Context: an optimization exercise on an open-source flow, tuned for small area, a short achievable clock period and few clock cycles. The choices shown serve that exercise and are no tape-out recipe. At most, simulation tests tie the RTL to the original design; equivalence was not proved. Function not checked in run 1: the RTL went through the layout flow alone. Power is estimated from default activity; no workload was simulated.

===== design/flow/flow/run.sh =====
#!/bin/bash
# The standard layout, with the ports buffered by the smallest plain buffer
# (buf_1) instead of the delay buffer that buffer_ports picks by default.
# Every input and output port still gets its own buffer.
set -euo pipefail
export BUFFER_PORTS_ARGS="-buffer_cell sky130_fd_sc_hd__buf_1"
bash standard.sh > flow_make.log 2>&1

===== design/flow/standard.sh =====
#!/bin/bash
# synth_recipe.tcl (not shown) runs the flow's synth.tcl, then flattens the netlist and writes it again
# the make line also repeats each setting of config.mk as NAME=value (left out here)
make -C /OpenROAD-flow-scripts/flow DESIGN_CONFIG=/design/flow/config.mk WORK_HOME=/design/flow/orfs CLKGATE_MAP_FILE= SYNTH_SCRIPT=/design/flow/synth_recipe.tcl "${@:-finish}"

===== design/flow/config.mk =====
export PLATFORM = sky130hd
export DESIGN_NAME = s_expression_tokenizer
export DESIGN_NICKNAME = s_expression_tokenizer
export VERILOG_FILES = /design/flow/design.v
export SDC_FILE = /design/flow/constraint.sdc
export NUM_CORES = 4
export LEC_CHECK = 0
export CAP_MARGIN = 20
export CORE_MARGIN = 2
export CORE_UTILIZATION = 40
export SETUP_SLACK_MARGIN = 2.0
export SLEW_MARGIN = 20

===== design/flow/constraint.sdc =====
create_clock -name core_clock -period 5.0 [get_ports {clock}]
set_input_delay 1.0000 -clock core_clock [delete_from_list [all_inputs] [get_ports {clock}]]
set_output_delay 1.0000 -clock core_clock [all_outputs]
set_load 0.01 [all_outputs]

===== design/flow/design.v =====
`timescale 1ns / 1ps
package sexp_pkg;
   localparam logic [5:0] MAX_DEPTH = 6'd32;
   localparam logic [7:0] CH_TAB    = 8'h09;
   localparam logic [7:0] CH_LF     = 8'h0A;
   localparam logic [7:0] CH_CR     = 8'h0D;
   localparam logic [7:0] CH_SPACE  = 8'h20;
   localparam logic [7:0] CH_QUOTE  = 8'h22;
   localparam logic [7:0] CH_SEMI   = 8'h3B;
   localparam logic [7:0] CH_BSLASH = 8'h5C;
   localparam logic [7:0] CH_LPAREN = 8'h28;
   localparam logic [7:0] CH_RPAREN = 8'h29;
   localparam logic [7:0] CH_LBRACK = 8'h5B;
   localparam logic [7:0] CH_RBRACK = 8'h5D;
   localparam logic [7:0] CH_LBRACE = 8'h7B;
   localparam logic [7:0] CH_RBRACE = 8'h7D;
   localparam logic [7:0] CH_ZERO   = 8'h30;
   localparam logic [7:0] CH_LOWER_N = 8'h6E;
   localparam logic [7:0] CH_LOWER_R = 8'h72;
   localparam logic [7:0] CH_LOWER_T = 8'h74;
   localparam logic [3:0] RADIX     = 4'd10;
   localparam logic [1:0] ERR_STRAY  = 2'd0;
   localparam logic [1:0] ERR_ESCAPE = 2'd1;
   localparam logic [1:0] ERR_DEEP   = 2'd2;
   localparam logic [1:0] ERR_NONE   = 2'd0;
   typedef enum logic [2:0] {
      TK_LBEGIN = 3'd0,
      TK_LEND   = 3'd1,
      TK_ABYTE  = 3'd2,
      TK_AEND   = 3'd3,
      TK_IEND   = 3'd4,
      TK_SBYTE  = 3'd5,
      TK_SEND   = 3'd6,
      TK_ERROR  = 3'd7
   } token_type;
   typedef enum logic [2:0] {
      PH_LIST    = 3'd0,
      PH_COMMENT = 3'd1,
      PH_STRING  = 3'd2,
      PH_ESCAPE  = 3'd3,
      PH_ATOM    = 3'd4,
      PH_START   = 3'd5,
      PH_DONE    = 3'd6
   } phase_type;
   typedef struct packed {
      logic        s0_vld;
      token_type   s0_tok;
      logic [63:0] s0_val;
      logic [5:0]  s0_lvl;
      logic        s1_vld;
      token_type   s1_tok;
      logic [7:0]  s1_chr;
      logic [1:0]  s1_err;
      logic [5:0]  s1_lvl;
      logic [5:0]  unw;
   } bundle_type;
   function automatic logic is_ws(input logic [7:0] c);
      is_ws = (c == CH_TAB) || (c == CH_LF) || (c == CH_SPACE);
   endfunction
   function automatic logic is_digit(input logic [7:0] c);
      is_digit = (c >= 8'h30) && (c <= 8'h39);
   endfunction
   function automatic logic is_atom(input logic [7:0] c);
      logic r;
      r = is_digit(c) || ((c >= 8'h61) && (c <= 8'h7A)) || ((c >= 8'h41) && (c <= 8'h5A));
      unique case (c)
         8'h5F, 8'h24, 8'h23, 8'h3F, 8'h2E, 8'h40, 8'h2B, 8'h2D, 8'h21, 8'h7E,
         8'h2A, 8'h2F, 8'h25, 8'h3C, 8'h3E, 8'h26, 8'h5E, 8'h7C, 8'h3D: r = 1'b1;
         default: ;
      endcase
      is_atom = r;
   endfunction
   function automatic logic is_open(input logic [7:0] c);
      is_open = (c == CH_LPAREN) || (c == CH_LBRACK) || (c == CH_LBRACE);
   endfunction
   function automatic logic is_close(input logic [7:0] c);
      is_close = (c == CH_RPAREN) || (c == CH_RBRACK) || (c == CH_RBRACE);
   endfunction
endpackage
`timescale 1ns / 1ps
`timescale 1ns / 1ps
module sexp_carry63 (
   input  logic [62:0] g,
   input  logic [62:0] p,
   output logic [62:0] s,
   output logic        co
);
   logic g1_1;
   assign g1_1 = g[1] | (p[1] & g[0]);
   logic g1_3;
   assign g1_3 = g[3] | (p[3] & g[2]);
   logic g1_5;
   assign g1_5 = g[5] | (p[5] & g[4]);
   logic g1_7;
   assign g1_7 = g[7] | (p[7] & g[6]);
   logic g1_9;
   assign g1_9 = g[9] | (p[9] & g[8]);
   logic g1_11;
   assign g1_11 = g[11] | (p[11] & g[10]);
   logic g1_13;
   assign g1_13 = g[13] | (p[13] & g[12]);
   logic g1_15;
   assign g1_15 = g[15] | (p[15] & g[14]);
   logic g1_17;
   assign g1_17 = g[17] | (p[17] & g[16]);
   logic g1_19;
   assign g1_19 = g[19] | (p[19] & g[18]);
   logic g1_21;
   assign g1_21 = g[21] | (p[21] & g[20]);
   logic g1_23;
   assign g1_23 = g[23] | (p[23] & g[22]);
   logic g1_25;
   assign g1_25 = g[25] | (p[25] & g[24]);
   logic g1_27;
   assign g1_27 = g[27] | (p[27] & g[26]);
   logic g1_29;
   assign g1_29 = g[29] | (p[29] & g[28]);
   logic g1_31;
   assign g1_31 = g[31] | (p[31] & g[30]);
   logic g1_33;
   assign g1_33 = g[33] | (p[33] & g[32]);
   logic g1_35;
   assign g1_35 = g[35] | (p[35] & g[34]);
   logic g1_37;
   assign g1_37 = g[37] | (p[37] & g[36]);
   logic g1_39;
   assign g1_39 = g[39] | (p[39] & g[38]);
   logic g1_41;
   assign g1_41 = g[41] | (p[41] & g[40]);
   logic g1_43;
   assign g1_43 = g[43] | (p[43] & g[42]);
   logic g1_45;
   assign g1_45 = g[45] | (p[45] & g[44]);
   logic g1_47;
   assign g1_47 = g[47] | (p[47] & g[46]);
   logic g1_49;
   assign g1_49 = g[49] | (p[49] & g[48]);
   logic g1_51;
   assign g1_51 = g[51] | (p[51] & g[50]);
   logic g1_53;
   assign g1_53 = g[53] | (p[53] & g[52]);
   logic g1_55;
   assign g1_55 = g[55] | (p[55] & g[54]);
   logic g1_57;
   assign g1_57 = g[57] | (p[57] & g[56]);
   logic g1_59;
   assign g1_59 = g[59] | (p[59] & g[58]);
   logic g1_61;
   assign g1_61 = g[61] | (p[61] & g[60]);
   logic p1_1;
   assign p1_1 = p[1] & p[0];
   logic p1_3;
   assign p1_3 = p[3] & p[2];
   logic p1_5;
   assign p1_5 = p[5] & p[4];
   logic p1_7;
   assign p1_7 = p[7] & p[6];
   logic p1_9;
   assign p1_9 = p[9] & p[8];
   logic p1_11;
   assign p1_11 = p[11] & p[10];
   logic p1_13;
   assign p1_13 = p[13] & p[12];
   logic p1_15;
   assign p1_15 = p[15] & p[14];
   logic p1_17;
   assign p1_17 = p[17] & p[16];
   logic p1_19;
   assign p1_19 = p[19] & p[18];
   logic p1_21;
   assign p1_21 = p[21] & p[20];
   logic p1_23;
   assign p1_23 = p[23] & p[22];
   logic p1_25;
   assign p1_25 = p[25] & p[24];
   logic p1_27;
   assign p1_27 = p[27] & p[26];
   logic p1_29;
   assign p1_29 = p[29] & p[28];
   logic p1_31;
   assign p1_31 = p[31] & p[30];
   logic p1_33;
   assign p1_33 = p[33] & p[32];
   logic p1_35;
   assign p1_35 = p[35] & p[34];
   logic p1_37;
   assign p1_37 = p[37] & p[36];
   logic p1_39;
   assign p1_39 = p[39] & p[38];
   logic p1_41;
   assign p1_41 = p[41] & p[40];
   logic p1_43;
   assign p1_43 = p[43] & p[42];
   logic p1_45;
   assign p1_45 = p[45] & p[44];
   logic p1_47;
   assign p1_47 = p[47] & p[46];
   logic p1_49;
   assign p1_49 = p[49] & p[48];
   logic p1_51;
   assign p1_51 = p[51] & p[50];
   logic p1_53;
   assign p1_53 = p[53] & p[52];
   logic p1_55;
   assign p1_55 = p[55] & p[54];
   logic p1_57;
   assign p1_57 = p[57] & p[56];
   logic p1_59;
   assign p1_59 = p[59] & p[58];
   logic p1_61;
   assign p1_61 = p[61] & p[60];
   logic g2_2;
   assign g2_2 = g[2] | (p[2] & g1_1);
   logic g2_3;
   assign g2_3 = g1_3 | (p1_3 & g1_1);
   logic g2_6;
   assign g2_6 = g[6] | (p[6] & g1_5);
   logic g2_7;
   assign g2_7 = g1_7 | (p1_7 & g1_5);
   logic g2_10;
   assign g2_10 = g[10] | (p[10] & g1_9);
   logic g2_11;
   assign g2_11 = g1_11 | (p1_11 & g1_9);
   logic g2_14;
   assign g2_14 = g[14] | (p[14] & g1_13);
   logic g2_15;
   assign g2_15 = g1_15 | (p1_15 & g1_13);
   logic g2_18;
   assign g2_18 = g[18] | (p[18] & g1_17);
   logic g2_19;
   assign g2_19 = g1_19 | (p1_19 & g1_17);
   logic g2_22;
   assign g2_22 = g[22] | (p[22] & g1_21);
   logic g2_23;
   assign g2_23 = g1_23 | (p1_23 & g1_21);
   logic g2_26;
   assign g2_26 = g[26] | (p[26] & g1_25);
   logic g2_27;
   assign g2_27 = g1_27 | (p1_27 & g1_25);
   logic g2_30;
   assign g2_30 = g[30] | (p[30] & g1_29);
   logic g2_31;
   assign g2_31 = g1_31 | (p1_31 & g1_29);
   logic g2_34;
   assign g2_34 = g[34] | (p[34] & g1_33);
   logic g2_35;
   assign g2_35 = g1_35 | (p1_35 & g1_33);
   logic g2_38;
   assign g2_38 = g[38] | (p[38] & g1_37);
   logic g2_39;
   assign g2_39 = g1_39 | (p1_39 & g1_37);
   logic g2_42;
   assign g2_42 = g[42] | (p[42] & g1_41);
   logic g2_43;
   assign g2_43 = g1_43 | (p1_43 & g1_41);
   logic g2_46;
   assign g2_46 = g[46] | (p[46] & g1_45);
   logic g2_47;
   assign g2_47 = g1_47 | (p1_47 & g1_45);
   logic g2_50;
   assign g2_50 = g[50] | (p[50] & g1_49);
   logic g2_51;
   assign g2_51 = g1_51 | (p1_51 & g1_49);
   logic g2_54;
   assign g2_54 = g[54] | (p[54] & g1_53);
   logic g2_55;
   assign g2_55 = g1_55 | (p1_55 & g1_53);
   logic g2_58;
   assign g2_58 = g[58] | (p[58] & g1_57);
   logic g2_59;
   assign g2_59 = g1_59 | (p1_59 & g1_57);
   logic g2_62;
   assign g2_62 = g[62] | (p[62] & g1_61);
   logic p2_2;
   assign p2_2 = p[2] & p1_1;
   logic p2_3;
   assign p2_3 = p1_3 & p1_1;
   logic p2_6;
   assign p2_6 = p[6] & p1_5;
   logic p2_7;
   assign p2_7 = p1_7 & p1_5;
   logic p2_10;
   assign p2_10 = p[10] & p1_9;
   logic p2_11;
   assign p2_11 = p1_11 & p1_9;
   logic p2_14;
   assign p2_14 = p[14] & p1_13;
   logic p2_15;
   assign p2_15 = p1_15 & p1_13;
   logic p2_18;
   assign p2_18 = p[18] & p1_17;
   logic p2_19;
   assign p2_19 = p1_19 & p1_17;
   logic p2_22;
   assign p2_22 = p[22] & p1_21;
   logic p2_23;
   assign p2_23 = p1_23 & p1_21;
   logic p2_26;
   assign p2_26 = p[26] & p1_25;
   logic p2_27;
   assign p2_27 = p1_27 & p1_25;
   logic p2_30;
   assign p2_30 = p[30] & p1_29;
   logic p2_31;
   assign p2_31 = p1_31 & p1_29;
   logic p2_34;
   assign p2_34 = p[34] & p1_33;
   logic p2_35;
   assign p2_35 = p1_35 & p1_33;
   logic p2_38;
   assign p2_38 = p[38] & p1_37;
   logic p2_39;
   assign p2_39 = p1_39 & p1_37;
   logic p2_42;
   assign p2_42 = p[42] & p1_41;
   logic p2_43;
   assign p2_43 = p1_43 & p1_41;
   logic p2_46;
   assign p2_46 = p[46] & p1_45;
   logic p2_47;
   assign p2_47 = p1_47 & p1_45;
   logic p2_50;
   assign p2_50 = p[50] & p1_49;
   logic p2_51;
   assign p2_51 = p1_51 & p1_49;
   logic p2_54;
   assign p2_54 = p[54] & p1_53;
   logic p2_55;
   assign p2_55 = p1_55 & p1_53;
   logic p2_58;
   assign p2_58 = p[58] & p1_57;
   logic p2_59;
   assign p2_59 = p1_59 & p1_57;
   logic p2_62;
   assign p2_62 = p[62] & p1_61;
   logic g3_4;
   assign g3_4 = g[4] | (p[4] & g2_3);
   logic g3_5;
   assign g3_5 = g1_5 | (p1_5 & g2_3);
   logic g3_6;
   assign g3_6 = g2_6 | (p2_6 & g2_3);
   logic g3_7;
   assign g3_7 = g2_7 | (p2_7 & g2_3);
   logic g3_12;
   assign g3_12 = g[12] | (p[12] & g2_11);
   logic g3_13;
   assign g3_13 = g1_13 | (p1_13 & g2_11);
   logic g3_14;
   assign g3_14 = g2_14 | (p2_14 & g2_11);
   logic g3_15;
   assign g3_15 = g2_15 | (p2_15 & g2_11);
   logic g3_20;
   assign g3_20 = g[20] | (p[20] & g2_19);
   logic g3_21;
   assign g3_21 = g1_21 | (p1_21 & g2_19);
   logic g3_22;
   assign g3_22 = g2_22 | (p2_22 & g2_19);
   logic g3_23;
   assign g3_23 = g2_23 | (p2_23 & g2_19);
   logic g3_28;
   assign g3_28 = g[28] | (p[28] & g2_27);
   logic g3_29;
   assign g3_29 = g1_29 | (p1_29 & g2_27);
   logic g3_30;
   assign g3_30 = g2_30 | (p2_30 & g2_27);
   logic g3_31;
   assign g3_31 = g2_31 | (p2_31 & g2_27);
   logic g3_36;
   assign g3_36 = g[36] | (p[36] & g2_35);
   logic g3_37;
   assign g3_37 = g1_37 | (p1_37 & g2_35);
   logic g3_38;
   assign g3_38 = g2_38 | (p2_38 & g2_35);
   logic g3_39;
   assign g3_39 = g2_39 | (p2_39 & g2_35);
   logic g3_44;
   assign g3_44 = g[44] | (p[44] & g2_43);
   logic g3_45;
   assign g3_45 = g1_45 | (p1_45 & g2_43);
   logic g3_46;
   assign g3_46 = g2_46 | (p2_46 & g2_43);
   logic g3_47;
   assign g3_47 = g2_47 | (p2_47 & g2_43);
   logic g3_52;
   assign g3_52 = g[52] | (p[52] & g2_51);
   logic g3_53;
   assign g3_53 = g1_53 | (p1_53 & g2_51);
   logic g3_54;
   assign g3_54 = g2_54 | (p2_54 & g2_51);
   logic g3_55;
   assign g3_55 = g2_55 | (p2_55 & g2_51);
   logic g3_60;
   assign g3_60 = g[60] | (p[60] & g2_59);
   logic g3_61;
   assign g3_61 = g1_61 | (p1_61 & g2_59);
   logic g3_62;
   assign g3_62 = g2_62 | (p2_62 & g2_59);
   logic p3_4;
   assign p3_4 = p[4] & p2_3;
   logic p3_5;
   assign p3_5 = p1_5 & p2_3;
   logic p3_6;
   assign p3_6 = p2_6 & p2_3;
   logic p3_7;
   assign p3_7 = p2_7 & p2_3;
   logic p3_12;
   assign p3_12 = p[12] & p2_11;
   logic p3_13;
   assign p3_13 = p1_13 & p2_11;
   logic p3_14;
   assign p3_14 = p2_14 & p2_11;
   logic p3_15;
   assign p3_15 = p2_15 & p2_11;
   logic p3_20;
   assign p3_20 = p[20] & p2_19;
   logic p3_21;
   assign p3_21 = p1_21 & p2_19;
   logic p3_22;
   assign p3_22 = p2_22 & p2_19;
   logic p3_23;
   assign p3_23 = p2_23 & p2_19;
   logic p3_28;
   assign p3_28 = p[28] & p2_27;
   logic p3_29;
   assign p3_29 = p1_29 & p2_27;
   logic p3_30;
   assign p3_30 = p2_30 & p2_27;
   logic p3_31;
   assign p3_31 = p2_31 & p2_27;
   logic p3_36;
   assign p3_36 = p[36] & p2_35;
   logic p3_37;
   assign p3_37 = p1_37 & p2_35;
   logic p3_38;
   assign p3_38 = p2_38 & p2_35;
   logic p3_39;
   assign p3_39 = p2_39 & p2_35;
   logic p3_44;
   assign p3_44 = p[44] & p2_43;
   logic p3_45;
   assign p3_45 = p1_45 & p2_43;
   logic p3_46;
   assign p3_46 = p2_46 & p2_43;
   logic p3_47;
   assign p3_47 = p2_47 & p2_43;
   logic p3_52;
   assign p3_52 = p[52] & p2_51;
   logic p3_53;
   assign p3_53 = p1_53 & p2_51;
   logic p3_54;
   assign p3_54 = p2_54 & p2_51;
   logic p3_55;
   assign p3_55 = p2_55 & p2_51;
   logic p3_60;
   assign p3_60 = p[60] & p2_59;
   logic p3_61;
   assign p3_61 = p1_61 & p2_59;
   logic p3_62;
   assign p3_62 = p2_62 & p2_59;
   logic g4_8;
   assign g4_8 = g[8] | (p[8] & g3_7);
   logic g4_9;
   assign g4_9 = g1_9 | (p1_9 & g3_7);
   logic g4_10;
   assign g4_10 = g2_10 | (p2_10 & g3_7);
   logic g4_11;
   assign g4_11 = g2_11 | (p2_11 & g3_7);
   logic g4_12;
   assign g4_12 = g3_12 | (p3_12 & g3_7);
   logic g4_13;
   assign g4_13 = g3_13 | (p3_13 & g3_7);
   logic g4_14;
   assign g4_14 = g3_14 | (p3_14 & g3_7);
   logic g4_15;
   assign g4_15 = g3_15 | (p3_15 & g3_7);
   logic g4_24;
   assign g4_24 = g[24] | (p[24] & g3_23);
   logic g4_25;
   assign g4_25 = g1_25 | (p1_25 & g3_23);
   logic g4_26;
   assign g4_26 = g2_26 | (p2_26 & g3_23);
   logic g4_27;
   assign g4_27 = g2_27 | (p2_27 & g3_23);
   logic g4_28;
   assign g4_28 = g3_28 | (p3_28 & g3_23);
   logic g4_29;
   assign g4_29 = g3_29 | (p3_29 & g3_23);
   logic g4_30;
   assign g4_30 = g3_30 | (p3_30 & g3_23);
   logic g4_31;
   assign g4_31 = g3_31 | (p3_31 & g3_23);
   logic g4_40;
   assign g4_40 = g[40] | (p[40] & g3_39);
   logic g4_41;
   assign g4_41 = g1_41 | (p1_41 & g3_39);
   logic g4_42;
   assign g4_42 = g2_42 | (p2_42 & g3_39);
   logic g4_43;
   assign g4_43 = g2_43 | (p2_43 & g3_39);
   logic g4_44;
   assign g4_44 = g3_44 | (p3_44 & g3_39);
   logic g4_45;
   assign g4_45 = g3_45 | (p3_45 & g3_39);
   logic g4_46;
   assign g4_46 = g3_46 | (p3_46 & g3_39);
   logic g4_47;
   assign g4_47 = g3_47 | (p3_47 & g3_39);
   logic g4_56;
   assign g4_56 = g[56] | (p[56] & g3_55);
   logic g4_57;
   assign g4_57 = g1_57 | (p1_57 & g3_55);
   logic g4_58;
   assign g4_58 = g2_58 | (p2_58 & g3_55);
   logic g4_59;
   assign g4_59 = g2_59 | (p2_59 & g3_55);
   logic g4_60;
   assign g4_60 = g3_60 | (p3_60 & g3_55);
   logic g4_61;
   assign g4_61 = g3_61 | (p3_61 & g3_55);
   logic g4_62;
   assign g4_62 = g3_62 | (p3_62 & g3_55);
   logic p4_8;
   assign p4_8 = p[8] & p3_7;
   logic p4_9;
   assign p4_9 = p1_9 & p3_7;
   logic p4_10;
   assign p4_10 = p2_10 & p3_7;
   logic p4_11;
   assign p4_11 = p2_11 & p3_7;
   logic p4_12;
   assign p4_12 = p3_12 & p3_7;
   logic p4_13;
   assign p4_13 = p3_13 & p3_7;
   logic p4_14;
   assign p4_14 = p3_14 & p3_7;
   logic p4_15;
   assign p4_15 = p3_15 & p3_7;
   logic p4_24;
   assign p4_24 = p[24] & p3_23;
   logic p4_25;
   assign p4_25 = p1_25 & p3_23;
   logic p4_26;
   assign p4_26 = p2_26 & p3_23;
   logic p4_27;
   assign p4_27 = p2_27 & p3_23;
   logic p4_28;
   assign p4_28 = p3_28 & p3_23;
   logic p4_29;
   assign p4_29 = p3_29 & p3_23;
   logic p4_30;
   assign p4_30 = p3_30 & p3_23;
   logic p4_31;
   assign p4_31 = p3_31 & p3_23;
   logic p4_40;
   assign p4_40 = p[40] & p3_39;
   logic p4_41;
   assign p4_41 = p1_41 & p3_39;
   logic p4_42;
   assign p4_42 = p2_42 & p3_39;
   logic p4_43;
   assign p4_43 = p2_43 & p3_39;
   logic p4_44;
   assign p4_44 = p3_44 & p3_39;
   logic p4_45;
   assign p4_45 = p3_45 & p3_39;
   logic p4_46;
   assign p4_46 = p3_46 & p3_39;
   logic p4_47;
   assign p4_47 = p3_47 & p3_39;
   logic p4_56;
   assign p4_56 = p[56] & p3_55;
   logic p4_57;
   assign p4_57 = p1_57 & p3_55;
   logic p4_58;
   assign p4_58 = p2_58 & p3_55;
   logic p4_59;
   assign p4_59 = p2_59 & p3_55;
   logic p4_60;
   assign p4_60 = p3_60 & p3_55;
   logic p4_61;
   assign p4_61 = p3_61 & p3_55;
   logic p4_62;
   assign p4_62 = p3_62 & p3_55;
   logic g5_16;
   assign g5_16 = g[16] | (p[16] & g4_15);
   logic g5_17;
   assign g5_17 = g1_17 | (p1_17 & g4_15);
   logic g5_18;
   assign g5_18 = g2_18 | (p2_18 & g4_15);
   logic g5_19;
   assign g5_19 = g2_19 | (p2_19 & g4_15);
   logic g5_20;
   assign g5_20 = g3_20 | (p3_20 & g4_15);
   logic g5_21;
   assign g5_21 = g3_21 | (p3_21 & g4_15);
   logic g5_22;
   assign g5_22 = g3_22 | (p3_22 & g4_15);
   logic g5_23;
   assign g5_23 = g3_23 | (p3_23 & g4_15);
   logic g5_24;
   assign g5_24 = g4_24 | (p4_24 & g4_15);
   logic g5_25;
   assign g5_25 = g4_25 | (p4_25 & g4_15);
   logic g5_26;
   assign g5_26 = g4_26 | (p4_26 & g4_15);
   logic g5_27;
   assign g5_27 = g4_27 | (p4_27 & g4_15);
   logic g5_28;
   assign g5_28 = g4_28 | (p4_28 & g4_15);
   logic g5_29;
   assign g5_29 = g4_29 | (p4_29 & g4_15);
   logic g5_30;
   assign g5_30 = g4_30 | (p4_30 & g4_15);
   logic g5_31;
   assign g5_31 = g4_31 | (p4_31 & g4_15);
   logic g5_48;
   assign g5_48 = g[48] | (p[48] & g4_47);
   logic g5_49;
   assign g5_49 = g1_49 | (p1_49 & g4_47);
   logic g5_50;
   assign g5_50 = g2_50 | (p2_50 & g4_47);
   logic g5_51;
   assign g5_51 = g2_51 | (p2_51 & g4_47);
   logic g5_52;
   assign g5_52 = g3_52 | (p3_52 & g4_47);
   logic g5_53;
   assign g5_53 = g3_53 | (p3_53 & g4_47);
   logic g5_54;
   assign g5_54 = g3_54 | (p3_54 & g4_47);
   logic g5_55;
   assign g5_55 = g3_55 | (p3_55 & g4_47);
   logic g5_56;
   assign g5_56 = g4_56 | (p4_56 & g4_47);
   logic g5_57;
   assign g5_57 = g4_57 | (p4_57 & g4_47);
   logic g5_58;
   assign g5_58 = g4_58 | (p4_58 & g4_47);
   logic g5_59;
   assign g5_59 = g4_59 | (p4_59 & g4_47);
   logic g5_60;
   assign g5_60 = g4_60 | (p4_60 & g4_47);
   logic g5_61;
   assign g5_61 = g4_61 | (p4_61 & g4_47);
   logic g5_62;
   assign g5_62 = g4_62 | (p4_62 & g4_47);
   logic p5_16;
   assign p5_16 = p[16] & p4_15;
   logic p5_17;
   assign p5_17 = p1_17 & p4_15;
   logic p5_18;
   assign p5_18 = p2_18 & p4_15;
   logic p5_19;
   assign p5_19 = p2_19 & p4_15;
   logic p5_20;
   assign p5_20 = p3_20 & p4_15;
   logic p5_21;
   assign p5_21 = p3_21 & p4_15;
   logic p5_22;
   assign p5_22 = p3_22 & p4_15;
   logic p5_23;
   assign p5_23 = p3_23 & p4_15;
   logic p5_24;
   assign p5_24 = p4_24 & p4_15;
   logic p5_25;
   assign p5_25 = p4_25 & p4_15;
   logic p5_26;
   assign p5_26 = p4_26 & p4_15;
   logic p5_27;
   assign p5_27 = p4_27 & p4_15;
   logic p5_28;
   assign p5_28 = p4_28 & p4_15;
   logic p5_29;
   assign p5_29 = p4_29 & p4_15;
   logic p5_30;
   assign p5_30 = p4_30 & p4_15;
   logic p5_31;
   assign p5_31 = p4_31 & p4_15;
   logic p5_48;
   assign p5_48 = p[48] & p4_47;
   logic p5_49;
   assign p5_49 = p1_49 & p4_47;
   logic p5_50;
   assign p5_50 = p2_50 & p4_47;
   logic p5_51;
   assign p5_51 = p2_51 & p4_47;
   logic p5_52;
   assign p5_52 = p3_52 & p4_47;
   logic p5_53;
   assign p5_53 = p3_53 & p4_47;
   logic p5_54;
   assign p5_54 = p3_54 & p4_47;
   logic p5_55;
   assign p5_55 = p3_55 & p4_47;
   logic p5_56;
   assign p5_56 = p4_56 & p4_47;
   logic p5_57;
   assign p5_57 = p4_57 & p4_47;
   logic p5_58;
   assign p5_58 = p4_58 & p4_47;
   logic p5_59;
   assign p5_59 = p4_59 & p4_47;
   logic p5_60;
   assign p5_60 = p4_60 & p4_47;
   logic p5_61;
   assign p5_61 = p4_61 & p4_47;
   logic p5_62;
   assign p5_62 = p4_62 & p4_47;
   logic g6_32;
   assign g6_32 = g[32] | (p[32] & g5_31);
   logic g6_33;
   assign g6_33 = g1_33 | (p1_33 & g5_31);
   logic g6_34;
   assign g6_34 = g2_34 | (p2_34 & g5_31);
   logic g6_35;
   assign g6_35 = g2_35 | (p2_35 & g5_31);
   logic g6_36;
   assign g6_36 = g3_36 | (p3_36 & g5_31);
   logic g6_37;
   assign g6_37 = g3_37 | (p3_37 & g5_31);
   logic g6_38;
   assign g6_38 = g3_38 | (p3_38 & g5_31);
   logic g6_39;
   assign g6_39 = g3_39 | (p3_39 & g5_31);
   logic g6_40;
   assign g6_40 = g4_40 | (p4_40 & g5_31);
   logic g6_41;
   assign g6_41 = g4_41 | (p4_41 & g5_31);
   logic g6_42;
   assign g6_42 = g4_42 | (p4_42 & g5_31);
   logic g6_43;
   assign g6_43 = g4_43 | (p4_43 & g5_31);
   logic g6_44;
   assign g6_44 = g4_44 | (p4_44 & g5_31);
   logic g6_45;
   assign g6_45 = g4_45 | (p4_45 & g5_31);
   logic g6_46;
   assign g6_46 = g4_46 | (p4_46 & g5_31);
   logic g6_47;
   assign g6_47 = g4_47 | (p4_47 & g5_31);
   logic g6_48;
   assign g6_48 = g5_48 | (p5_48 & g5_31);
   logic g6_49;
   assign g6_49 = g5_49 | (p5_49 & g5_31);
   logic g6_50;
   assign g6_50 = g5_50 | (p5_50 & g5_31);
   logic g6_51;
   assign g6_51 = g5_51 | (p5_51 & g5_31);
   logic g6_52;
   assign g6_52 = g5_52 | (p5_52 & g5_31);
   logic g6_53;
   assign g6_53 = g5_53 | (p5_53 & g5_31);
   logic g6_54;
   assign g6_54 = g5_54 | (p5_54 & g5_31);
   logic g6_55;
   assign g6_55 = g5_55 | (p5_55 & g5_31);
   logic g6_56;
   assign g6_56 = g5_56 | (p5_56 & g5_31);
   logic g6_57;
   assign g6_57 = g5_57 | (p5_57 & g5_31);
   logic g6_58;
   assign g6_58 = g5_58 | (p5_58 & g5_31);
   logic g6_59;
   assign g6_59 = g5_59 | (p5_59 & g5_31);
   logic g6_60;
   assign g6_60 = g5_60 | (p5_60 & g5_31);
   logic g6_61;
   assign g6_61 = g5_61 | (p5_61 & g5_31);
   logic g6_62;
   assign g6_62 = g5_62 | (p5_62 & g5_31);
   logic p6_32;
   assign p6_32 = p[32] & p5_31;
   logic p6_33;
   assign p6_33 = p1_33 & p5_31;
   logic p6_34;
   assign p6_34 = p2_34 & p5_31;
   logic p6_35;
   assign p6_35 = p2_35 & p5_31;
   logic p6_36;
   assign p6_36 = p3_36 & p5_31;
   logic p6_37;
   assign p6_37 = p3_37 & p5_31;
   logic p6_38;
   assign p6_38 = p3_38 & p5_31;
   logic p6_39;
   assign p6_39 = p3_39 & p5_31;
   logic p6_40;
   assign p6_40 = p4_40 & p5_31;
   logic p6_41;
   assign p6_41 = p4_41 & p5_31;
   logic p6_42;
   assign p6_42 = p4_42 & p5_31;
   logic p6_43;
   assign p6_43 = p4_43 & p5_31;
   logic p6_44;
   assign p6_44 = p4_44 & p5_31;
   logic p6_45;
   assign p6_45 = p4_45 & p5_31;
   logic p6_46;
   assign p6_46 = p4_46 & p5_31;
   logic p6_47;
   assign p6_47 = p4_47 & p5_31;
   logic p6_48;
   assign p6_48 = p5_48 & p5_31;
   logic p6_49;
   assign p6_49 = p5_49 & p5_31;
   logic p6_50;
   assign p6_50 = p5_50 & p5_31;
   logic p6_51;
   assign p6_51 = p5_51 & p5_31;
   logic p6_52;
   assign p6_52 = p5_52 & p5_31;
   logic p6_53;
   assign p6_53 = p5_53 & p5_31;
   logic p6_54;
   assign p6_54 = p5_54 & p5_31;
   logic p6_55;
   assign p6_55 = p5_55 & p5_31;
   logic p6_56;
   assign p6_56 = p5_56 & p5_31;
   logic p6_57;
   assign p6_57 = p5_57 & p5_31;
   logic p6_58;
   assign p6_58 = p5_58 & p5_31;
   logic p6_59;
   assign p6_59 = p5_59 & p5_31;
   logic p6_60;
   assign p6_60 = p5_60 & p5_31;
   logic p6_61;
   assign p6_61 = p5_61 & p5_31;
   logic p6_62;
   assign p6_62 = p5_62 & p5_31;
   assign s  = p ^ {g6_61, g6_60, g6_59, g6_58, g6_57, g6_56, g6_55, g6_54, g6_53, g6_52, g6_51, g6_50, g6_49, g6_48, g6_47, g6_46, g6_45, g6_44, g6_43, g6_42, g6_41, g6_40, g6_39, g6_38, g6_37, g6_36, g6_35, g6_34, g6_33, g6_32, g5_31, g5_30, g5_29, g5_28, g5_27, g5_26, g5_25, g5_24, g5_23, g5_22, g5_21, g5_20, g5_19, g5_18, g5_17, g5_16, g4_15, g4_14, g4_13, g4_12, g4_11, g4_10, g4_9, g4_8, g3_7, g3_6, g3_5, g3_4, g2_3, g2_2, g1_1, g[0], 1'b0};
   assign co = g6_62;
endmodule
`timescale 1ns / 1ps
`timescale 1ns / 1ps
module s_expression_tokenizer (
   input  logic        clock,
   input  logic        reset,
   input  logic        req_valid,
   output logic        req_ready,
   input  logic        req_kind,
   input  logic [7:0]  req_byte_req,
   output logic        rsp_valid,
   input  logic        rsp_ready,
   output logic [2:0]  rsp_token,
   output logic [7:0]  rsp_char_out,
   output logic [63:0] rsp_int_value,
   output logic [1:0]  rsp_error_code,
   output logic [5:0]  rsp_level,
   output logic        rsp_last
);
   sexp_pkg::phase_type phase_ff, phase_in;
   logic [5:0]  depth_ff, depth_in;
   logic        d1_ff;         
   logic        digits_ff, digits_in;
   logic        sat_ff, sat_in;
   logic [63:0] accum_ff, accum_in;
   logic        in_vld_ff;
   logic        in_kind_ff;
   logic [7:0]  in_chr_ff;
   logic        in_quiet_ff;   
   logic        in_atom_ff;    
   logic        in_digit_ff;   
   logic        valid_ff;
   sexp_pkg::token_type tok_ff, tok_in;
   logic [7:0]  chr_ff, chr_in;
   logic [1:0]  err_ff, err_in;
   logic        last_ff, last_in;
   logic        out_free;
   logic        step;
   logic        emit;
   logic        consume;
   logic        k;
   logic [7:0]  c;
   logic        quiet;
   sexp_pkg::phase_type quiet_ph;
   logic [7:0]  esc_chr;
   logic        esc_ok;
   logic [62:0] add_g;
   logic [62:0] add_p;
   logic [63:0] sum5;
   logic [63:0] prod;
   logic        ovf;
   assign k        = in_kind_ff;
   assign c        = in_chr_ff;
   assign out_free = !valid_ff || rsp_ready;
   assign step     = in_vld_ff && out_free;
   assign quiet    = in_quiet_ff;
   assign quiet_ph = sexp_pkg::is_ws(c) ? sexp_pkg::PH_LIST :
                     (c == sexp_pkg::CH_SEMI) ? sexp_pkg::PH_COMMENT : sexp_pkg::PH_STRING;
   always_comb begin
      esc_ok  = 1'b1;
      esc_chr = c;
      unique case (c)
         sexp_pkg::CH_BSLASH:  esc_chr = sexp_pkg::CH_BSLASH;
         sexp_pkg::CH_QUOTE:   esc_chr = sexp_pkg::CH_QUOTE;
         sexp_pkg::CH_LOWER_N: esc_chr = sexp_pkg::CH_LF;
         sexp_pkg::CH_LOWER_R: esc_chr = sexp_pkg::CH_CR;
         sexp_pkg::CH_LOWER_T: esc_chr = sexp_pkg::CH_TAB;
         default:              esc_ok  = 1'b0;
      endcase
   end
   assign add_g = {accum_ff[60:0] & accum_ff[62:2],
                   (c[2] | c[3]) & accum_ff[1],
                   c[3] | (c[1] & accum_ff[0])};
   assign add_p = {accum_ff[60:0] ^ accum_ff[62:2],
                   (c[2] | c[3]) ^ accum_ff[1],
                   accum_ff[0] ^ (c[1] & !c[3])};
   sexp_carry63 u_add (
      .g  (add_g),
      .p  (add_p),
      .s  (sum5[62:0]),
      .co (sum5[63])
   );
   assign prod = {sum5[62:0], c[0]};
   assign ovf  = accum_ff[63] | accum_ff[62] | accum_ff[61] | sum5[63];
   always_comb begin
      phase_in = phase_ff;
      depth_in = depth_ff;
      emit     = 1'b0;
      consume  = 1'b1;
      tok_in   = sexp_pkg::TK_LEND;
      chr_in   = 8'd0;
      err_in   = sexp_pkg::ERR_NONE;
      last_in  = 1'b1;
      unique case (phase_ff)
         sexp_pkg::PH_START: begin
            emit     = 1'b1;
            tok_in   = sexp_pkg::TK_LBEGIN;
            depth_in = 6'd1;
            if (quiet) begin
               phase_in = quiet_ph;
            end else begin
               phase_in = sexp_pkg::PH_LIST;
               consume  = 1'b0;
               last_in  = 1'b0;
            end
         end
         sexp_pkg::PH_ATOM: begin
            if (in_atom_ff) begin
               emit   = 1'b1;
               tok_in = sexp_pkg::TK_ABYTE;
               chr_in = c;
            end else begin
               emit   = 1'b1;
               tok_in = digits_ff ? sexp_pkg::TK_IEND : sexp_pkg::TK_AEND;
               if (quiet) begin
                  phase_in = quiet_ph;
               end else begin
                  phase_in = sexp_pkg::PH_LIST;
                  consume  = 1'b0;
                  last_in  = 1'b0;
               end
            end
         end
         sexp_pkg::PH_STRING, sexp_pkg::PH_ESCAPE: begin
            if (k) begin
               emit     = 1'b1;
               tok_in   = sexp_pkg::TK_SEND;
               phase_in = sexp_pkg::PH_LIST;
               consume  = 1'b0;
               last_in  = 1'b0;
            end else if (phase_ff == sexp_pkg::PH_ESCAPE) begin
               emit     = 1'b1;
               phase_in = sexp_pkg::PH_STRING;
               if (esc_ok) begin
                  tok_in = sexp_pkg::TK_SBYTE;
                  chr_in = esc_chr;
               end else begin
                  tok_in = sexp_pkg::TK_ERROR;
                  chr_in = c;
                  err_in = sexp_pkg::ERR_ESCAPE;
               end
            end else if (c == sexp_pkg::CH_QUOTE) begin
               emit     = 1'b1;
               tok_in   = sexp_pkg::TK_SEND;
               phase_in = sexp_pkg::PH_LIST;
            end else if (c == sexp_pkg::CH_BSLASH) begin
               phase_in = sexp_pkg::PH_ESCAPE;
            end else begin
               emit   = 1'b1;
               tok_in = sexp_pkg::TK_SBYTE;
               chr_in = c;
            end
         end
         sexp_pkg::PH_LIST, sexp_pkg::PH_COMMENT: begin
            if (k) begin
               emit     = 1'b1;
               tok_in   = sexp_pkg::TK_LEND;
               depth_in = 6'(depth_ff - 6'd1);
               phase_in = sexp_pkg::PH_LIST;
               if (d1_ff) begin
                  phase_in = sexp_pkg::PH_DONE;
               end else begin
                  consume = 1'b0;
                  last_in = 1'b0;
               end
            end else if (phase_ff == sexp_pkg::PH_COMMENT) begin
               if (c == sexp_pkg::CH_LF) phase_in = sexp_pkg::PH_LIST;
            end else if (quiet) begin
               phase_in = quiet_ph;
            end else if (sexp_pkg::is_open(c)) begin
               emit = 1'b1;
               if (depth_ff[5]) begin
                  tok_in = sexp_pkg::TK_ERROR;
                  chr_in = c;
                  err_in = sexp_pkg::ERR_DEEP;
               end else begin
                  tok_in   = sexp_pkg::TK_LBEGIN;
                  depth_in = 6'(depth_ff + 6'd1);
               end
            end else if (sexp_pkg::is_close(c)) begin
               emit     = 1'b1;
               tok_in   = sexp_pkg::TK_LEND;
               depth_in = 6'(depth_ff - 6'd1);
               if (d1_ff) phase_in = sexp_pkg::PH_DONE;
            end else if (in_atom_ff) begin
               emit     = 1'b1;
               tok_in   = sexp_pkg::TK_ABYTE;
               chr_in   = c;
               phase_in = sexp_pkg::PH_ATOM;
            end else begin
               emit   = 1'b1;
               tok_in = sexp_pkg::TK_ERROR;
               chr_in = c;
               err_in = sexp_pkg::ERR_STRAY;
            end
         end
         default: ;   
      endcase
   end
   always_comb begin
      accum_in  = accum_ff;
      sat_in    = sat_ff;
      digits_in = digits_ff;
      if (phase_ff != sexp_pkg::PH_ATOM) begin
         accum_in  = {60'd0, c[3:0]};
         sat_in    = 1'b0;
         digits_in = in_digit_ff;
      end else if (in_digit_ff) begin
         accum_in  = prod[63:0];
         sat_in    = sat_ff || ovf;
      end else begin
         digits_in = 1'b0;
      end
   end
   assign req_ready = !in_vld_ff || (out_free && consume);
   always_ff @(posedge clock) begin
      if (reset) begin
         phase_ff  <= sexp_pkg::PH_START;
         in_vld_ff <= 1'b0;
         valid_ff  <= 1'b0;
      end else begin
         if (step) phase_ff <= phase_in;
         if (req_ready) in_vld_ff <= req_valid;
         if (out_free) valid_ff <= step && emit;
      end
   end
   always_ff @(posedge clock) begin
      if (req_ready) begin
         in_kind_ff <= req_kind;
         in_chr_ff  <= req_byte_req;
         in_quiet_ff <= !req_kind && (sexp_pkg::is_ws(req_byte_req) ||
                                      (req_byte_req == sexp_pkg::CH_SEMI) ||
                                      (req_byte_req == sexp_pkg::CH_QUOTE));
         in_atom_ff  <= !req_kind && sexp_pkg::is_atom(req_byte_req);
         in_digit_ff <= !req_kind && sexp_pkg::is_digit(req_byte_req);
      end
      if (step) begin
         depth_ff  <= depth_in;
         d1_ff     <= (depth_in == 6'd1);
         accum_ff  <= accum_in;
         sat_ff    <= sat_in;
         digits_ff <= digits_in;
         tok_ff    <= tok_in;
         chr_ff    <= chr_in;
         err_ff    <= err_in;
         last_ff   <= last_in;
      end
   end
   assign rsp_valid      = valid_ff;
   assign rsp_token      = 3'(tok_ff);
   assign rsp_char_out   = chr_ff;
   assign rsp_int_value  = (accum_ff | {64{sat_ff}}) & {64{tok_ff == sexp_pkg::TK_IEND}};
   assign rsp_error_code = err_ff;
   assign rsp_level      = depth_ff;
   assign rsp_last       = last_ff;
endmodule

==> results.cfg, run 1 <==
[logic_synthesis]
seq_area_frac_synth = 0.3797
synth_top_area_frac = 0.3673
syn_nets = 953
yosys_warnings = 1
avgSynthCellArea_um2 = 9.293
ys_ff_latch = 104
synth.area.top_cells = edfxtp_1 (37%), ha_1 (9.7%), o21a_1 (7.7%)
synth-edff-count = 99
yosysTopAreaCell = edfxtp_1
synth_area_um2 = 8094
synth_cells = 871
yosys.cell_types.count = 71
ys.flop_type = edfxtp_1
async_reset_ff_frac = 0

[timing]
hold_violations = 0
relSlewSlack = 0.4151
setup_viol = 0
fin_tns_setup_ns = 0
worstMarginPinSlew_ns = 0.8763
period_share = 0.6276
period_needed_ns = 3.138
slew_violations = 0
rsz0062_at_grt = true
hold_slack_ns = 0.5385
fmax_mhz = 318.7
skew_ns = 0.01193

[power_and_ir_drop]
finalPower_mw = 3.041
switching_share = 0.3570
seqPwrFrac = 0.394
combPwrFrac = 0.360
leakage_nw = 3.644
intPower_mw = 1.955
p_switching_mw = 1.086
power_frac_clock = 0.245
power_density_nw_per_um2 = 311.8
ir_drop_mv = 0.1977

[hold_path]
hold_path.class = flop to flop

[die]
core_um2 = 20040
fp.dieW_um = 146.3
rows = 52
fp.dieH_um = 146.3
io_pins = 99
start_util = 0.4039
die_area_um2 = 21390

[route]
vias_per_cell = 5.610
maxUsedRoutingLayer = met4
drc_errors = 0
wl_per_cell_um = 16.24
vias = 7085
drt_iter0_markers = 414
drt_first_pass_iters = 5
routed_wl_um = 20510
dr_wl_met2_um = 9942
met3_length_um = 816
ant_nets = 0
met1_length_um = 9404

[clock_network]
cts.root.buffer_cell = clkbuf_16
clock_latency_ns = 0.36
clk_pin_slew_ns = 0.08
cts_inserted_buffers = 9
cts_tree = yes
cts_sinks = 104
clockBufferDepth = 2
htreeDepth = 3

[global_route]
grt_pass1_vias = 6819
grt-ovfl-total = 0
grt_pass1_wl_um = 33660
antenna_found_initial = 0
grt_max_degree = 66
grt_usage = 0.1917

[critical_path]
cpMostUsedCell = a21o_1
cp_max_fo = 3
path_class = flop to flop
cp_data_arrival_time_ns = 3.26
required_ns = 5.12
critPathMaxStageDelay_ns = 0.50
cp-start-kind = flop
slowest_stage = edfxtp_1
cp-end-kind = flop
crit_chain = ha_4 > and4_4 > nand4_1 > a311o_1 > a21o_1 > a21o_1 > a21oi_2 > nand2b_4 > fa_1 > and3_1

[finish]
final_area_um2 = 9752
area_growth_pct = 20.48
drive_gt1_frac = 0.1400
final_cell_mix = edfxtp_1 (99), buf_1 (98), o21a_1 (82)
regArea_um2 = 3075
multi_input_area_um2 = 5152
fillers = 1962
diodes = 0
final_common_cell = edfxtp_1
nets = 1070

[run_status]
run_status = finished clean

[place]
numPortBuffers = 98
gp_congestion = 0.8610
dp_hpwl_um = 14080
postPlaceCellArea_um2 = 8700

[job]
max-cap-violations = 0
cell usage after synthesis (all sizes together), types with 18 or more instances:
library cell / n
ha: 63
o21ai: 49
nor3: 42
clkbuf: 37
o21a: 83
a21oi: 67
a21o: 20
inv: 28
xor2: 18
nor2: 80
edfxtp: 99
nand2: 55
power groups by stage:
stage	combinational (mW)	clock (mW)	sequential, mW
floorplan	0.761	0	1.16
global placement	0.928	0	1.22
detailed placement	0.935	0	1.22
CTS	1.02	0.755	1.20
global route	1.23	0.786	1.21
finish	1.10	0.746	1.20
state kept, by name (all words and copies together) (netlist names), 2 cells and up:
register / count
phase_ff: 3
accum_ff: 64
chr_ff: 8
tok_ff: 3
depth_ff: 6
err_ff: 2
in_chr_ff: 8
per-layer routing:
| metal | up-vias | GRT usage |
|---|---|---|
| met1 | 3359 | 0.2566 |
| met4 | 0 | 0.05388 |
| met2 | 179 | 0.3252 |
| met3 | 27 | 0.02750 |
| li1 | 3520 | - |
| met5 | - | 0 |
area by class of cell:
class,count,area share
Tap cell,270,0.03464
Timing Repair Buffer,151,0.08057
Clock buffer,10,0.02348
Clock inverter,6,0.006800
Inverter,28,0.01078
Multi-Input combinational cell,694,0.5284
Sequential cell,104,0.3154
critical path: cells and delay by family (launching register included):
family | cells | cell delay (ns)
simple gates | 4 | 0.69
flops | 1 | 0.50
fa+ha+maj | 2 | 0.74
compound gates | 4 | 0.98
cells by family (layout without fill, tap and decap cells):
family,after synthesis,in the layout,share of synthesized area
XOR/XNOR,33,33,0.03571
AO/OA/AOI/OAI,296,296,0.2463
buffers and inverters,73,195,0.03524
adder cells (fa/ha/maj),69,69,0.1122
multiplexers,6,6,0.007420
AND/OR/NAND/NOR,290,290,0.1835
flip-flops,104,104,0.3797
path summary, 6_finish.rpt:
kind,end,start,slack [ns],cells after the start
setup / recovery,accum_ff[33],accum_ff[13],1.86,10
setup reg to reg,accum_ff[33],accum_ff[13],1.86,10
hold / removal,valid_ff,valid_ff,0.54,2
hold reg to reg,valid_ff,valid_ff,0.54,2
metrics by stage:
step                setup slack [ns]  cells  utilization
floorplan                      1.790    871            -
global placement               1.520   1200       0.4341
detailed placement             1.464   1200       0.4341
CTS                            1.885   1243       0.4705
global route                   1.793   1263       0.4866
finish                         1.862   1263       0.4866
timing repair:
action	in CTS	in global routing
endpoints found under the setup margin	57	45
gates resized for setup	31	39
hold buffers	0	0
pin swaps	9	18
buffers inserted	27	20
==> run 2, diff against run 1 <==
--- a/design/flow/design.v
+++ b/design/flow/design.v
@@ -857,4 +857,5 @@
    logic        sat_ff, sat_in;
    logic [63:0] accum_ff, accum_in;
+   logic        acc_ld_c, acc_ld_p, acc_hold;
    logic        in_vld_ff;
    logic        in_kind_ff;
@@ -863,4 +864,6 @@
    logic        in_atom_ff;    
    logic        in_digit_ff;   
+   logic        in_e0_ff;      
+   logic        in_e1_ff;      
    logic        valid_ff;
    sexp_pkg::token_type tok_ff, tok_in;
@@ -903,9 +906,9 @@
    end
    assign add_g = {accum_ff[60:0] & accum_ff[62:2],
-                   (c[2] | c[3]) & accum_ff[1],
-                   c[3] | (c[1] & accum_ff[0])};
+                   in_e1_ff & accum_ff[1],
+                   c[3] | (in_e0_ff & accum_ff[0])};
    assign add_p = {accum_ff[60:0] ^ accum_ff[62:2],
-                   (c[2] | c[3]) ^ accum_ff[1],
-                   accum_ff[0] ^ (c[1] & !c[3])};
+                   in_e1_ff ^ accum_ff[1],
+                   accum_ff[0] ^ in_e0_ff};
    sexp_carry63 u_add (
       .g  (add_g),
@@ -1031,16 +1034,15 @@
       endcase
    end
+   assign acc_ld_c = step && (phase_ff != sexp_pkg::PH_ATOM);
+   assign acc_ld_p = step && (phase_ff == sexp_pkg::PH_ATOM) && in_digit_ff;
+   assign acc_hold = !(acc_ld_c || acc_ld_p);
+   assign accum_in = ({64{acc_ld_p}} & prod) | ({64{acc_ld_c}} & {60'd0, c[3:0]}) |
+                     ({64{acc_hold}} & accum_ff);
+   assign sat_in   = (acc_ld_p & ovf) | (!acc_ld_c & sat_ff);
    always_comb begin
-      accum_in  = accum_ff;
-      sat_in    = sat_ff;
       digits_in = digits_ff;
       if (phase_ff != sexp_pkg::PH_ATOM) begin
-         accum_in  = {60'd0, c[3:0]};
-         sat_in    = 1'b0;
          digits_in = in_digit_ff;
-      end else if (in_digit_ff) begin
-         accum_in  = prod[63:0];
-         sat_in    = sat_ff || ovf;
-      end else begin
+      end else if (!in_digit_ff) begin
          digits_in = 1'b0;
       end
@@ -1048,4 +1050,8 @@
    assign req_ready = !in_vld_ff || (out_free && consume);
    always_ff @(posedge clock) begin
+      accum_ff <= accum_in;
+      sat_ff   <= sat_in;
+   end
+   always_ff @(posedge clock) begin
       if (reset) begin
          phase_ff  <= sexp_pkg::PH_START;
@@ -1067,10 +1073,10 @@
          in_atom_ff  <= !req_kind && sexp_pkg::is_atom(req_byte_req);
          in_digit_ff <= !req_kind && sexp_pkg::is_digit(req_byte_req);
+         in_e0_ff    <= req_byte_req[1] && !req_byte_req[3];
+         in_e1_ff    <= req_byte_req[2] || req_byte_req[3];
       end
       if (step) begin
          depth_ff  <= depth_in;
          d1_ff     <= (depth_in == 6'd1);
-         accum_ff  <= accum_in;
-         sat_ff    <= sat_in;
          digits_ff <= digits_in;
          tok_ff    <= tok_in;
--- a/design/flow/config.mk
+++ b/design/flow/config.mk
@@ -8,5 +8,5 @@
 export CAP_MARGIN = 20
 export CORE_MARGIN = 2
-export CORE_UTILIZATION = 40
-export SETUP_SLACK_MARGIN = 2.0
+export CORE_UTILIZATION = 65
+export SETUP_SLACK_MARGIN = 2.3
 export SLEW_MARGIN = 20
==> results.cfg, run 2 <==
[run_status]
run_status = finished clean

[finish]
drive_gt1_frac = 0.2379
fillers = 702
largest_reg_flops = 64
top_regs = accum_ff: 64 flops, chr_ff: 8 flops, in_chr_ff: 8 flops
nets = 1133
area_growth_pct = 25.90
final_common_cell = nand2_1
final_cell_count_no_fill = 1198
diodes = 0
regMostFlops = accum_ff
final_cell_mix = nand2_1 (75), o21ai_0 (72), o21a_1 (67)

[route]
drt_first_pass_iters = 6
vias = 8050
routed_wl_um = 24000
ant_nets = 0
drt_iter0_markers = 1041
vias_per_cell = 6.720
wl_per_cell_um = 20.04
drc_errors = 0

[logic_synthesis]
synth.area.top_cells = dfxtp_1 (18%), edfxtp_1 (14%), ha_1 (10%)
synth.mux.area_fraction = 0.006604
synth_fa_ha_area_frac = 0.1186
synth.most_common_cell = o21ai_0
yosys.cell_types.count = 67
yosysTopAreaCell = dfxtp_1
synth_xor_area_frac = 0.06314
async_reset_ff_frac = 0
ys_ff_latch = 106
synth_cells = 928
synth_top_family_by_area = compound AO/OA/AOI/OAI gates
ys.flop_type = dfxtp_1
syn_nets = 1011
synth_common_cells = o21ai_0 (90), nand2_1 (79), dfxtp_1 (70)
avgSynthCellArea_um2 = 8.370
yosys_warnings = 1
synth_top_area_frac = 0.1804
synthSimpleGateAreaFrac = 0.1733
synth-compound-area-share = 0.2814
seq_area_frac_synth = 0.3196
synth-edff-count = 36
synth_area_um2 = 7767

[hold_path]
hold_path.class = flop to flop
hold_end = accum_ff[63]
hold_depth = 2
worstHoldStart = accum_ff[63]

[critical_path]
rr_startpoint = in_e0_ff
slowest_stage = edfxtp_1
cp_num_buf_inv = 4
cp-end-kind = flop
r2r_slack_ns = 1.94
cpMostUsedCell = a21oi_4
cp_max_fo = 4
crit_chain = ha_4 > nor2_4 > fa_2 > nand2b_4 > a21oi_4 > o21ai_2 > o21a_2 > buf_6 > inv_6 > a21oi_4 > inv_4 > buf_4 > a21oi_4 > o21bai_4 > a21o_1 > xnor2_1 > o21ai_0
r2r-end = accum_ff[46]
cp-start-kind = flop
cp_data_arrival_time_ns = 3.28
cp_top_family = compound AO/OA/AOI/OAI gates
path_class = flop to flop
reg2reg_depth = 17
crit_start = in_e0_ff
critPathMaxStageDelay_ns = 0.42
required_ns = 5.21

[global_route]
antenna_found_initial = 0
grt_max_degree = 66
grt_pass1_wl_um = 34090
grt_pass1_vias = 7118
grt_usage = 0.3252
grt-ovfl-total = 0

[timing]
relSlewSlack = 0.5272
period_needed_ns = 3.063
worstMarginPinSlew_ns = 0.7093
rsz0062_at_grt = true
hold_violations = 0
fin_tns_setup_ns = 0
slew_violations = 0
fmax_mhz = 326.4
setup_viol = 0
period_share = 0.6127
skew_ns = 0.009719

[place]
place_inst = 1123
dp_hpwl_um = 14380
numPortBuffers = 98
gp_congestion = 0.9667

[clock_network]
cts_tree = yes
cts-hold-fix-buffers = 0
cts.root.buffer_cell = clkbuf_16
clock_latency_ns = 0.36
clockBufferDepth = 2
cts_sinks = 106
cts_inserted_buffers = 9
clk_pin_slew_ns = 0.07
htreeDepth = 3

[power_and_ir_drop]
power_density_nw_per_um2 = 236.7
leakage_nw = 3.966
ir_drop_mv = 0.1875

[die]
fp.dieH_um = 113.3
die_area_um2 = 12840
core_um2 = 11520
io_pins = 99
rows = 39
start_util = 0.6745
fp.dieW_um = 113.3

[job]
max-cap-violations = 0
[run 2: changes by cell type after synthesis, moves of 10 or more]
cell      previous run  this run
o21ai_0             47        90
nand3_1             14        64
xnor2_1             15        32
and2_1              10         0
nand2_1             55        79
edfxtp_1            99        36
dfxtp_1              5        70
nor2_1              80        52
nor3_1              40        21
o21a_1              83        68
[run 2: worst reg2reg max path, cell delays in order (launching register included)]
cell      delay, ns
edfxtp_1       0.42
ha_4           0.19
nor2_4         0.08
fa_2           0.22
nand2b_4       0.14
a21oi_4        0.06
o21ai_2        0.19
o21a_2         0.22
buf_6          0.13
inv_6          0.04
a21oi_4        0.21
inv_4          0.08
buf_4          0.14
a21oi_4        0.20
o21bai_4       0.09
a21o_1         0.22
xnor2_1        0.16
o21ai_0        0.12
[run 2: repair_timing]
| action | in CTS | in global routing |
|---|---|---|
| gates resized for setup | 47 | 173 |
| setup endpoints to repair | 142 | 103 |
| setup buffers | 18 | 33 |
| pin swaps | 13 | 44 |
| gates cloned | 3 | 5 |
[run 2: cells by family after synthesis]
| logic type | Yosys count |
|---|---|
| adders and majority gates | 70 |
| buffers and inverters | 77 |
| AOI/OAI and AO/OA | 334 |
| muxes | 5 |
| DFF | 106 |
| and+or+nand+nor | 280 |
| xor gates and xnor gates | 56 |
[run 2: worst max path at each step]
stage | end | slack (ns) | cells past startpoint
after CTS | accum_ff[56] | 2.01 | 13
after floorplan | accum_ff[56] | 2.29 | 11
after detailed placement | sat_ff | 1.57 | 9
after global routing | accum_ff[43] | 1.87 | 11
after global placement | sat_ff | 1.70 | 9
final | accum_ff[46] | 1.94 | 17
[run 2: where the power goes]
part / leakage [nW] / switching [mW] / internal, mW / total, mW
Sequential: 0.935 / 0.0705 / 0.951 / 1.02
Combinational: 2.87 / 0.309 / 0.226 / 0.535
Clock: 0.160 / 0.326 / 0.432 / 0.759
[run 2: metal layers]
| metal | up-vias | wire length (um) | global-route usage |
|---|---|---|---|
| met5 | - | 0 | 0 |
| met4 | 0 | 799 | 0.1163 |
| met3 | 91 | 1955 | 0.04606 |
| met2 | 474 | 11180 | 0.5313 |
| met1 | 3789 | 10070 | 0.4424 |
| li1 | 3696 | - | - |
[run 2: metrics by stage]
| stage | power (mW) | hold slack, ns | instance area (um^2) | utilization | setup slack, ns |
|---|---|---|---|---|---|
| 3_3_place_gp | 1.387 | 0.4815 | 8308 | 0.7214 | 1.701 |
| 2_1_floorplan | 1.297 | 0.4631 | 7909 | - | 2.288 |
| 5_1_grt | 2.393 | 0.5333 | 9779 | 0.8492 | 1.874 |
| 6_report | 2.315 | 0.5061 | 9779 | 0.8492 | 1.937 |
| 3_5_place_dp | 1.401 | 0.4942 | 8308 | 0.7214 | 1.568 |
| 4_1_cts | 2.194 | 0.5038 | 8967 | 0.7787 | 2.006 |
[run 2: cell type report]
class | instances | area (um^2) | share of cell area
Multi-Input combinational cell | 746 | 5592 | 0.5718
Sequential cell | 106 | 2526 | 0.2583
Timing Repair Buffer | 159 | 1050 | 0.1073
Clock buffer | 12 | 267.8 | 0.02738
Tap cell | 143 | 178.9 | 0.01830
Inverter | 27 | 112.6 | 0.01151
Clock inverter | 4 | 47.55 | 0.004862
Timing Repair inverter | 1 | 5.005 | 0.0005118
Testbench counts of run 2, summed over its fixed seeds: cycles 20,739.
==> run 3, diff against run 2 <==
--- a/design/flow/config.mk
+++ b/design/flow/config.mk
@@ -9,4 +9,4 @@
 export CORE_MARGIN = 2
 export CORE_UTILIZATION = 65
-export SETUP_SLACK_MARGIN = 2.3
+export SETUP_SLACK_MARGIN = 2.0
 export SLEW_MARGIN = 20
==> results.cfg, run 3 <==
[critical_path]
cp_max_fo = 5
cp_data_arrival_time_ns = 3.38
required_ns = 5.26
cp-end-kind = flop
path_class = flop to flop
cp-start-kind = flop

[place]
dp_hpwl_um = 14130
place_inst = 1124
postPlaceCellArea_um2 = 8195
gp_congestion = 0.9475
numPortBuffers = 98

[clock_network]
clockBufferDepth = 2
htreeDepth = 3
clock_latency_ns = 0.36
cts-hold-fix-buffers = 0
cts_tree = yes
cts_sinks = 106
cts_inserted_buffers = 9
clk_pin_slew_ns = 0.07
cts.root.buffer_cell = clkbuf_16

[finish]
nets = 1091
top_regs = accum_ff: 64 flops, chr_ff: 8 flops, in_chr_ff: 8 flops
area_growth_pct = 13.68
largest_reg_flops = 64
post-route-util = 0.7667
final_cell_mix = buf_1 (98), o21ai_0 (83), nand2_1 (78)
drive_gt1_frac = 0.09378
diodes = 0
regArea_um2 = 2504
final_common_cell = buf_1
final_area_um2 = 8830
final_cell_count_no_fill = 1156
fillers = 832
regMostFlops = accum_ff
multi_input_area_um2 = 5216

[logic_synthesis]
synth.area.top_cells = dfxtp_1 (18%), edfxtp_1 (14%), ha_1 (10%)
ys_ff_latch = 106
synth-edff-count = 36
yosys_warnings = 1
synth_top_area_frac = 0.1804
syn_nets = 1011
synth_common_cells = o21ai_0 (90), nand2_1 (79), dfxtp_1 (70)
synth_area_um2 = 7767
yosysTopAreaCell = dfxtp_1
synth_cells = 928
avgSynthCellArea_um2 = 8.370
synth.most_common_cell = o21ai_0
seq_area_frac_synth = 0.3196
ys.flop_type = dfxtp_1
yosys.cell_types.count = 67
async_reset_ff_frac = 0

[global_route]
grt_pass1_vias = 7052
grt_pass1_wl_um = 33690
grt_max_degree = 103
grt-ovfl-total = 0
grt_usage = 0.3185
antenna_found_initial = 0

[route]
wl_per_cell_um = 18.24
drc_errors = 0
ant_nets = 0
routed_wl_um = 21080
drt_first_pass_iters = 5
vias = 7490
drt_iter0_markers = 663
vias_per_cell = 6.479

[timing]
setup_viol = 0
period_needed_ns = 3.123
skew_ns = 0.007686
slew_violations = 0
worstMarginPinSlew_ns = 0.6888
hold_violations = 0
relSlewSlack = 0.5408
fmax_mhz = 320.2
rsz0062_at_grt = true
period_share = 0.6246
fin_tns_setup_ns = 0

[run_status]
run_status = finished clean

[power_and_ir_drop]
power_density_nw_per_um2 = 245.5
ir_drop_mv = 0.1831
leakage_nw = 3.438
finalPower_mw = 2.168

[die]
io_pins = 99
fp.dieH_um = 113.3
fp.dieW_um = 113.3
die_area_um2 = 12840
rows = 39
start_util = 0.6745
core_um2 = 11520

[hold_path]
hold_path.class = flop to flop

[job]
max-cap-violations = 0
## run 3: timing repair
| action | in CTS | in global routing |
|---|---|---|
| pin swaps | 8 | 17 |
| buffers inserted | 6 | 9 |
| setup endpoints to repair | 26 | 80 |
| gates resized for setup | 17 | 42 |
| gates cloned | 0 | 1 |
| hold endpoints to repair | 0 | 0 |
## run 3: kinds of logic after synthesis
kind of cell / after synthesis / share of synthesized area
and+or+nand+nor: 280 / 0.1733
adders and majority gates: 70 / 0.1186
muxes: 5 / 0.006604
DFF: 106 / 0.3196
buffers and inverters: 77 / 0.03737
xor gates and xnor gates: 56 / 0.06314
AOI/OAI and AO/OA: 334 / 0.2814
## run 3: power breakdown
| part | leakage [nW] | internal (mW) | switching [mW] |
|---|---|---|---|
| Sequential | 0.930 | 0.951 | 0.0701 |
| Clock | 0.135 | 0.387 | 0.334 |
| Combinational | 2.37 | 0.161 | 0.264 |
| Total | 3.44 | 1.50 | 0.668 |
## run 3: path summary, 6_finish.rpt
path	start	endpoint	slack [ns]	cells after the start
worst max-delay path	accum_ff[35]	accum_ff[56]	1.88	11
worst min-delay path	accum_ff[33]	accum_ff[33]	0.50	2
worst max register to register	accum_ff[35]	accum_ff[56]	1.88	11
worst min register to register	accum_ff[33]	accum_ff[33]	0.50	2
## run 3: routing by layer
metal	vias up	GRT usage	wire (um)
li1	3619	-	-
met1	3507	0.4260	9164
met2	308	0.5206	9916
met3	56	0.05035	1439
met4	0	0.1228	561
met5	-	0	0
## run 3: layout make-up
class | count | share of cell area
Clock inverter | 7 | 0.007935
Tap cell | 143 | 0.02026
Inverter | 27 | 0.01190
Timing Repair inverter | 1 | 0.0005668
Multi-Input combinational cell | 745 | 0.5908
Timing Repair Buffer | 118 | 0.05952
Clock buffer | 9 | 0.02551
Sequential cell | 106 | 0.2835
## run 3: per-stage QoR
step | hold WS [ns] | setup WS (ns)
final | 0.5023 | 1.877
after global routing | 0.5313 | 1.809
after CTS | 0.4995 | 1.995
after detailed placement | 0.4908 | 1.599
after global placement | 0.4818 | 1.734
after floorplan | 0.4631 | 2.034
## run 3: critical path: stages (launching register included)
cell and delay [ns]:
dfxtp_1 0.35, ha_1 0.37, a21oi_2 0.21, o21ai_2 0.13, a221oi_2 0.36, a21oi_1 0.12
a211o_1 0.35, a41oi_4 0.24, o31ai_4 0.10, o211a_1 0.23, or3_1 0.31, a32o_1 0.24

==> separate check: timing with driven ports <==
Ports are ideal in the flow. The routed layouts listed here were re-timed in OpenROAD. Step 1 (the two cells are an assumption about what drives the block):
set clk [get_ports {clock}]
set_driving_cell -lib_cell sky130_fd_sc_hd__clkbuf_16 $clk
set_driving_cell -lib_cell sky130_fd_sc_hd__buf_2 [delete_from_list [all_inputs] $clk]
Step 2 times the ports against the registers' clock, not the clock port: input delays grow and output delays shrink by t, the midpoint of the rising clock arrivals with the driver on. Slacks: ideal / step 1 / step 2; pairs: ideal / step 1.
| run | t, ns | setup WS [ns] | clock arrival spread, ns |
|---|---|---|---|
| run 1 | 0.396 | 1.862 / 1.862 / 1.862 | 0.012 / 0.012 |
| run 2 | 0.395 | 1.937 / 1.937 / 1.937 | 0.011 / 0.010 |
| run 3 | 0.400 | 1.877 / 1.877 / 1.877 | 0.008 / 0.008 |
After both steps every run listed still meets setup and hold.
